From an optimization exercise on the open Yosys and OpenROAD flow, aimed at small area, a short achievable clock period and few clock cycles per item; shortcuts taken in it are not production practice.
No run shown here included a check of the RTL's function; only the layout flow was run.

==> flow/design.v (outline; a module is shown in full before it is edited, if it fits) <==
// module ekf_top: 2200 lines
// module ekf_fa: 9 lines
// module ekf_ha: 8 lines
module ekf_top (
    input  logic        clk,
    input  logic        n_rst,
    input  logic        meas_req,
    input  logic [29:0] meas,
    output logic        meas_ack,
    output logic        result_req,
    output logic [47:0] result,
    input  logic        result_ack
);
  // ...
==> flow/flow/run.sh <==
#!/bin/bash
# the standard flow, with timing repair aiming 16.5 ns below the clock period
bash standard.sh SETUP_SLACK_MARGIN=16.5 finish > standard.log 2>&1
==> flow/standard.sh <==
#!/bin/bash
# synth_recipe.tcl (not shown) runs the flow's synth.tcl, then flattens the netlist and writes it again
# the make line also repeats each setting of config.mk as NAME=value (left out here)
make -C /OpenROAD-flow-scripts/flow DESIGN_CONFIG=/design/flow/config.mk WORK_HOME=/design/flow/orfs CLKGATE_MAP_FILE= SYNTH_SCRIPT=/design/flow/synth_recipe.tcl "${@:-finish}"
==> flow/config.mk <==
export PLATFORM = sky130hd
export DESIGN_NAME = ekf_top
export DESIGN_NICKNAME = ekf_top
export VERILOG_FILES = /design/flow/design.v
export SDC_FILE = /design/flow/constraint.sdc
export NUM_CORES = 4
export LEC_CHECK = 0
export CAP_MARGIN = 20
export CORE_MARGIN = 2
export CORE_UTILIZATION = 50
export SLEW_MARGIN = 20
export SYNTH_HIERARCHICAL = 1
export SYNTH_MINIMUM_KEEP_SIZE = 0
==> flow/constraint.sdc <==
create_clock -name core_clock -period 22.0 [get_ports {clk}]
set_input_delay 4.4000 -clock core_clock [delete_from_list [all_inputs] [get_ports {clk}]]
set_output_delay 4.4000 -clock core_clock [all_outputs]
set_load 0.01 [all_outputs]
==> impl_results.md, run 1 <==
* H-tree Lvls at 4
* Via count of the first global-routing pass at 20.1k
* Non-clock buffers, area share at 6.85%
* Top cells by count, synth: fa_1 (427), nand2_1 (339), a21oi_1 (232)
* Setup slack, reg-to-reg at 16660 ps
* # diodes at 0
* FFs w/ async S/R, synth at 34.8%
* Chip height at 223 um
* Final Cycle Share at 25.3%
* Worst setup path class: flop to primary output
* DRC violation count after routing at 0
* Placed insts at 3027
* Hold path cells at 2
* Tightest Pin Transition at 1140 ps
* Top cells by area, synth: fa_1 (36%), edfxtp_1 (10%), ha_1 (8.0%)
* CP max FO at 2
* Crit path max-delay family: flip-flops
* Status: complete, no violations
* Worst R2R Start: mc[10]
* Yosys reg bits at 158
* Signal inverters at 78
* Most frequent cells in the layout: fa_1 (426), nand2_1 (338), a21oi_1 (228), ha_1 (147), o21ai_0 (131)
* Post-placement cell area at 25300 um2
* Critical path's slowest cell: dfrtp_1
* # clk buffers at 17
* Met2 Track Usage GR at 51.2%
* Met3 GRT Util at 11.2%
* Multi-input gate count at 2036
==> run 2, diff against run 1 <==
==> flow/flow/run.sh (replaced) <==
#!/bin/bash
# the standard flow, with timing repair aiming 16.3 ns below the clock period
bash standard.sh SETUP_SLACK_MARGIN=16.3 finish > standard.log 2>&1
==> impl_results.md, run 2 <==
* Setup TNS at 0 ps
* Synth Instances at 2438
* Final worst path period need at 5670 ps
* Top FF cell, synth: edfxtp_1
* Largest reg by FF count: cap
* Fin. Hold Viols at 0
* All-Layer GR Usage at 33.7%
* Clk Latency, worst-skew pair at 520 ps
* Status: complete, no violations
* FFs w/ async S/R, synth at 34.8% (unchanged)
* Commonest non-fill, non-tap cell in the layout: fa_1
* H-tree Lvls at 4 (unchanged)
* Total CTS buffers at 17
* Regs by FF count: cap x30, mc x25, ms x25
* Die width at 223 um
* Arr. time, crit path at 1270 ps
* Worst path bufs/invs at 1
* Post-synthesis cell type count at 84
* Initial antenna violation count at 2
* Max FFs per register at 30
* # diodes at 0 (unchanged)
* Nets at 3091
* Top cells by count, synth: fa_1 (427), nand2_1 (339), a21oi_1 (232)
* CTS tree: built
* Post-synth top area share at 35.6%
* Post-Synthesis Cell Area at 24000 um2
* Most frequent cells in the layout: fa_1 (427), nand2_1 (338), a21oi_1 (229), ha_1 (152), o21ai_0 (132)
* Crit path max-delay family: flip-flops
* TritonRoute pass-1 iters at 5
* Placer Congestion at 0.991
* Area Overhead vs Synth at 10.7%
* Top cells by area, synth: fa_1 (36%), edfxtp_1 (10%), ha_1 (8.0%)
* CP peak stage delay at 460 ps
* Max Cap Viol at 0
* Final Cycle Share at 25.8% (+0.50 points)
* Overflow after GRT at 0
* Initial Util at 50.4%
* PortBufs at 83
* Antenna Nets Post-Route at 0
* Die outline area at 49700 um2
* Sequential share of the synthesized area at 17.7%
* Max Slew Vio Count at 0
* DR vias at 19.1k
* Synth area leader: fa_1
* Max clock buf depth at 2
* Post-synth EDFFs at 81
* Fraction of layout cells with a size suffix above 1 at 9.40%
* First-pass GRT wire length at 123000 um
* HP Class: flop to flop
* Top-count cell post-synth: fa_1
* Largest net degree at the start of global routing at 71
* CP required at 17600 ps
* Max frequency at 0.176 GHz
* Critical path's slowest cell: dfrtp_2
* Post-DP HPWL at 60900 um
* Setup Skew at 31.8 ps
* DRC violation count after routing at 0 (unchanged)
* Chip height at 223 um (unchanged)
* Worst Setup Start Kind: flop
* Clk sinks at 158
* Core area at 47500 um2
* DR WL/cell at 26.1 um
* Syn_area_per_cell at 9.84 um2
* Synth warn at 7
* RSZ-0062 raised after global routing: true
* Slew Limit Headroom at 25.3%
* I/O pin cnt at 84
* Hold Buf Count CTS at 0
* Row count at 80
* Clk slew on worst S/H paths at 80 ps
* Final core occ at 55.8%
* CP Capture Type: primary output
* Via count of the first global-routing pass at 19.8k (-1.3%)
* Clk root buf: clkbuf_16
* CP max FO at 4 (+2)
* Yosys reg bits at 158 (unchanged)
* Tightest Pin Transition at 1120 ps (-22.1 ps)
* First DRT Iteration DRCs at 1877
* CP cell instances: dlygate4sd2_1
* Final-report setup violation count at 0
* Final wirelength at 81200 um
* Worst setup path class: flop to primary output
* Vias per Instance at 6.14
==> run 2: cell counts after synthesis <==
No cell type changed its count.
==> run 2: stage by stage <==
stage               hold slack [ps]  std cells  instance area [um2]  setup WS [ps]
finish                          457       3105                26500          16330
global route                    504       3105                26500          16250
CTS                             463       3099                26400          16090
detailed placement              456       3022                25300          15660
global placement                456       3022                25300          15670
floorplan                       474       2442                24000          16430
==> run 2: logic make-up (layout without fill, tap and decap cells) <==
group / after synthesis / after routing / synth area share (%)
AO/OA/AOI/OAI: 577 / 577 / 14.6
XOR/XNOR: 80 / 80 / 3.01
multiplexers: 52 / 52 / 2.29
adder cells (fa/ha/maj): 580 / 580 / 43.6
other: 1 / 5 / 0.0156
buffers and inverters: 248 / 296 / 4.21
AND/OR/NAND/NOR: 742 / 742 / 14.5
flip-flops: 158 / 158 / 17.7
==> run 2: cell type report <==
cell class | instances | area (um2)
fill | 4306 | 21000
multi-input combinational | 2036 | 18900
sequential | 158 | 4300
timing repair buffer | 186 | 1630
tap | 615 | 769
clock buffer | 17 | 425
inverter | 78 | 308
clock inverter | 15 | 191
==> run 2: routing by layer <==
layer / vias up / wire length [um] / track usage [%]
li1: 8369 / - / -
met5: - / 0 / 0
met2: 860 / 37100 / 53.2
met4: 0 / 3950 / 15.8
met1: 9668 / 33800 / 45.1
met3: 167 / 6330 / 6.44
==> run 2: Yosys stat by module (local to each module, per instance) <==
module   copies in the design  cells  flops+latches  cell area [um2]
ekf_top                     1   1987            158            15200
ekf_ha                     28      1              0             12.5
ekf_fa                    423      1              0             20.0
==> run 2: path summary, 6_finish.rpt <==
path / startpoint / endpoint / slack (ps) / cells after the start
max in group asynchronous: n_rst / vrc[2] / 17330 / 2
min: meas_ack / s1 / 460 / 1
max: soc_r[15] / result[39] / 16330 / 1
min in group asynchronous: n_rst / result_req / 4040 / 2
max reg2reg: cap[26] / rn[20] / 16490 / 16
min reg2reg: meas_ack / s1 / 460 / 1
==> run 2: timing repair <==
action	4_1_cts	5_1_grt
pin swaps	3	6
setup buffers	45	6
gates resized for setup	135	31
gates cloned	0	0
endpoints found under the hold margin	0	0
setup endpoints to repair	85	23
==> run 3, diff against run 2 <==
==> flow/flow/run.sh (replaced) <==
#!/bin/bash
# the standard flow, with timing repair aiming 16.4 ns below the clock period
bash standard.sh SETUP_SLACK_MARGIN=16.4 finish > standard.log 2>&1
==> impl_results.md, run 3 <==
* Die outline area at 49700 um2 (unchanged)
* Nets at 3104 (+0.42%)
* DR WL/cell at 26.3 um (+0.57%)
* Final worst path period need at 5570 ps (-105 ps)
* Final wirelength at 82000 um (+0.99%)
* Worst R2R Path Depth at 24 (+8)
* Antenna Nets Post-Route at 0 (unchanged)
* Final worst slack at 16430 ps (+105 ps)
* Clk root buf: clkbuf_16
* RSZ-0062 raised after global routing: true
* Area Overhead vs Synth at 11.1%
* HP Class: flop to flop
* Top-count cell post-synth: fa_1
* Fill cells at 4298 (-0.19%)
* Max Slew Vio Count at 0 (unchanged)
* Chip height at 223 um (unchanged)
* Slew Limit Headroom at 31.2% (+5.9 points)
* Placer Congestion at 0.991 (unchanged)
* Max clock buf depth at 2 (unchanged)
* PortBufs at 83 (unchanged)
* First DRT Iteration DRCs at 2002 (+6.7%)
* Tightest Pin Transition at 1030 ps (-85.1 ps)
* # diodes at 0 (unchanged)
* FFs w/ async S/R, synth at 34.8% (unchanged)
* Setup slack, reg-to-reg at 16580 ps (+90 ps)
* Worst setup path class: flop to primary output
* All-Layer GR Usage at 33.7% (+0.056 points)
* Largest reg by FF count: cap
* Die width at 223 um (unchanged)
* Beginning of the critical path: vrc[15]
* Regs by FF count: cap x30, mc x25, ms x25
* Top cells by count, synth: fa_1 (427), nand2_1 (339), a21oi_1 (232)
* Worst Setup Start Kind: flop
* Fraction of layout cells with a size suffix above 1 at 11.8% (+2.4 points)
* Clk sinks at 158 (unchanged)
* Max frequency at 0.180 GHz (+1.9%)
* Fin. Hold Viols at 0 (unchanged)
* Post-DP HPWL at 60900 um (unchanged)
* DR vias at 19.3k (+1.0%)
* Final Cycle Share at 25.3% (-0.48 points)
* Sequential share of the synthesized area at 17.7% (unchanged)
* Synth Instances at 2438 (unchanged)
* Critical path's slowest cell: dfrtp_1
* Syn_area_per_cell at 9.84 um2 (unchanged)
* Reg-to-Reg End: rn[5]
* Initial Util at 50.4% (unchanged)
* CP Capture Type: primary output
* Initial antenna violation count at 1 (-1)
* CP required at 17600 ps (about the same)
* Synth area leader: fa_1
* Commonest non-fill, non-tap cell in the layout: fa_1
* CP max FO at 2 (-2)
* TritonRoute pass-1 iters at 6 (+1)
* DRC violation count after routing at 0 (unchanged)
* Clk slew on worst S/H paths at 80 ps (about the same)
* Max FFs per register at 30 (unchanged)
* First-pass GRT wire length at 123000 um (+0.16%)
* Post-synth top area share at 35.6% (unchanged)
* Yosys reg bits at 158 (unchanged)
* Max Cap Viol at 0 (unchanged)
* Clk Latency, worst-skew pair at 520 ps (about the same)
* Post-synthesis cell type count at 84 (unchanged)
* Largest net degree at the start of global routing at 71 (unchanged)
* Last element of the critical path: result[15]
* CTS tree: built
* Synth warn at 7 (unchanged)
* Setup TNS at 0 ps (unchanged)
* Overflow after GRT at 0 (unchanged)
* Most frequent cells in the layout: fa_1 (426), nand2_1 (338), a21oi_1 (227), ha_1 (151), o21ai_0 (132)
* Row count at 80 (unchanged)
* Arr. time, crit path at 1170 ps (-100 ps)
* Post-synth EDFFs at 81 (unchanged)
* Core area at 47500 um2 (unchanged)
* Worst slack at placement at 15660 ps (unchanged)
* Status: complete, no violations
* Worst R2R Start: ms[0]
* I/O pin cnt at 84 (unchanged)
* Via count of the first global-routing pass at 19.8k (+0.14%)
* Top cells by area, synth: fa_1 (36%), edfxtp_1 (10%), ha_1 (8.0%)
* CP cell instances: buf_12 -> buf_6
* CP peak stage delay at 410 ps (-50 ps)
* H-tree Lvls at 4 (unchanged)
* Final-report setup violation count at 0 (unchanged)
* Post-Synthesis Cell Area at 24000 um2 (unchanged)
* Vias per Instance at 6.18 (+0.63%)
* Top FF cell, synth: edfxtp_1
* Total CTS buffers at 17 (unchanged)
* Setup Skew at 30.7 ps (-1.01 ps)
## run 3: cell count changes in the layout (fill, tap and decap cells not counted), moves of 7 or more
| cell | delta |
|---|---|
| dlygate4sd2_1 | -32 |
| buf_4 | +8 |
| buf_2 | +23 |
| clkbuf_2 | +8 |
| buf_6 | +7 |
## run 3: modules after synthesis (local to each module, per instance)
module | cells | flops+latches | times used
ekf_ha | 1 | 0 | 28
ekf_top | 1987 | 158 | 1
ekf_fa | 1 | 0 | 423
## run 3: metrics by stage
stage	cells	util (%)	hold WS, ps	instance area, um2
after floorplan	2442	-	474	24000
after global routing	3118	56.1	556	26700
after global placement	3022	53.2	456	25300
after detailed placement	3022	53.2	456	25300
after CTS	3107	55.5	527	26400
final	3118	56.1	523	26700
## run 3: metal layers
metal  up-vias  routed length (um)  global-route usage [%]
li1       8401                   -                       -
met1      9790               33800                    45.3
met2       919               37500                    53.1
met3       154                6780                    6.72
met4         0                3910                    15.5
met5         -                   0                       0
## run 3: cell type report
| type | count | area [um2] | area share [%] |
|---|---|---|---|
| sequential | 158 | 4300 | 16.1 |
| inverter | 78 | 312 | 1.17 |
| timing repair buffer | 199 | 1680 | 6.31 |
| multi-input combinational | 2036 | 19000 | 71.2 |
| tap | 615 | 769 | 2.89 |
| clock inverter | 15 | 191 | 0.718 |
| clock buffer | 17 | 425 | 1.60 |
## run 3: worst min-delay path by stage
stage / endpoint / slack [ps] / depth (start not counted) / start
2_1_floorplan: s1w / 470 / 2 / s1w
3_3_place_gp: s1 / 460 / 1 / meas_ack
3_5_place_dp: s1 / 460 / 1 / meas_ack
4_1_cts: s1 / 530 / 2 / meas_ack
5_1_grt: s1 / 560 / 2 / meas_ack
6_report: s1 / 520 / 2 / meas_ack
## run 3: worst max-delay path, delay by kind of cell (launching register included)
family | cells | cell delay [ps]
flip-flops | 1 | 410
buffers and inverters | 2 | 250
## run 3: kinds of logic after synthesis
family                   Yosys count  synth area share [%]
XOR/XNOR                          80                  3.01
other                              1                0.0156
buffers and inverters            248                  4.21
AO/OA/AOI/OAI                    577                  14.6
AND/OR/NAND/NOR                  742                  14.5
flip-flops                       158                  17.7
adder cells (fa/ha/maj)          580                  43.6
multiplexers                      52                  2.29
## run 3: repair_timing
action | in CTS | in global routing
gates resized for setup | 236 | 53
setup buffers | 53 | 9
setup endpoints to repair | 96 | 37
hold buffers | 0 | 0
pin swaps | 4 | 8
gates cloned | 0 | 2

[re-timing with driven ports]
The results above use ideal ports. As a check the final layouts listed here were re-extracted and re-timed, cells and wires unchanged.
Step 1 sets driving cells, clkbuf_16 on the clock port and buf_2 on the other inputs (assumed; they add their load-dependent delay and slew).
Step 2 adds t to the input delays and takes it off the output delays; t is the mean of the earliest and latest rising clock arrival at the registers after step 1. Input paths then give back, and output paths get back, about the clock's delay inside the block.
a / b / c = no drivers / after step 1 / after step 2; a / b = the first two.
run	shift t [ns]	setup WS [ns]	hold WS [ns]	worst setup path at the end	pins driven straight from the clock port
run 1	0.555	16.437 / 16.380 / 16.061	0.521 / 0.521 / 0.521	input to register	1
run 2	0.565	16.327 / 16.271 / 15.872	0.457 / 0.457 / 0.457	input to register	1
run 3	0.564	16.432 / 16.375 / 15.945	0.523 / 0.523 / 0.523	input to register	1
After both steps setup and hold are still met in every run listed. The setup slack of run 3, which loses most, moves by -0.057 ns with the drivers and by -0.487 ns with both steps.
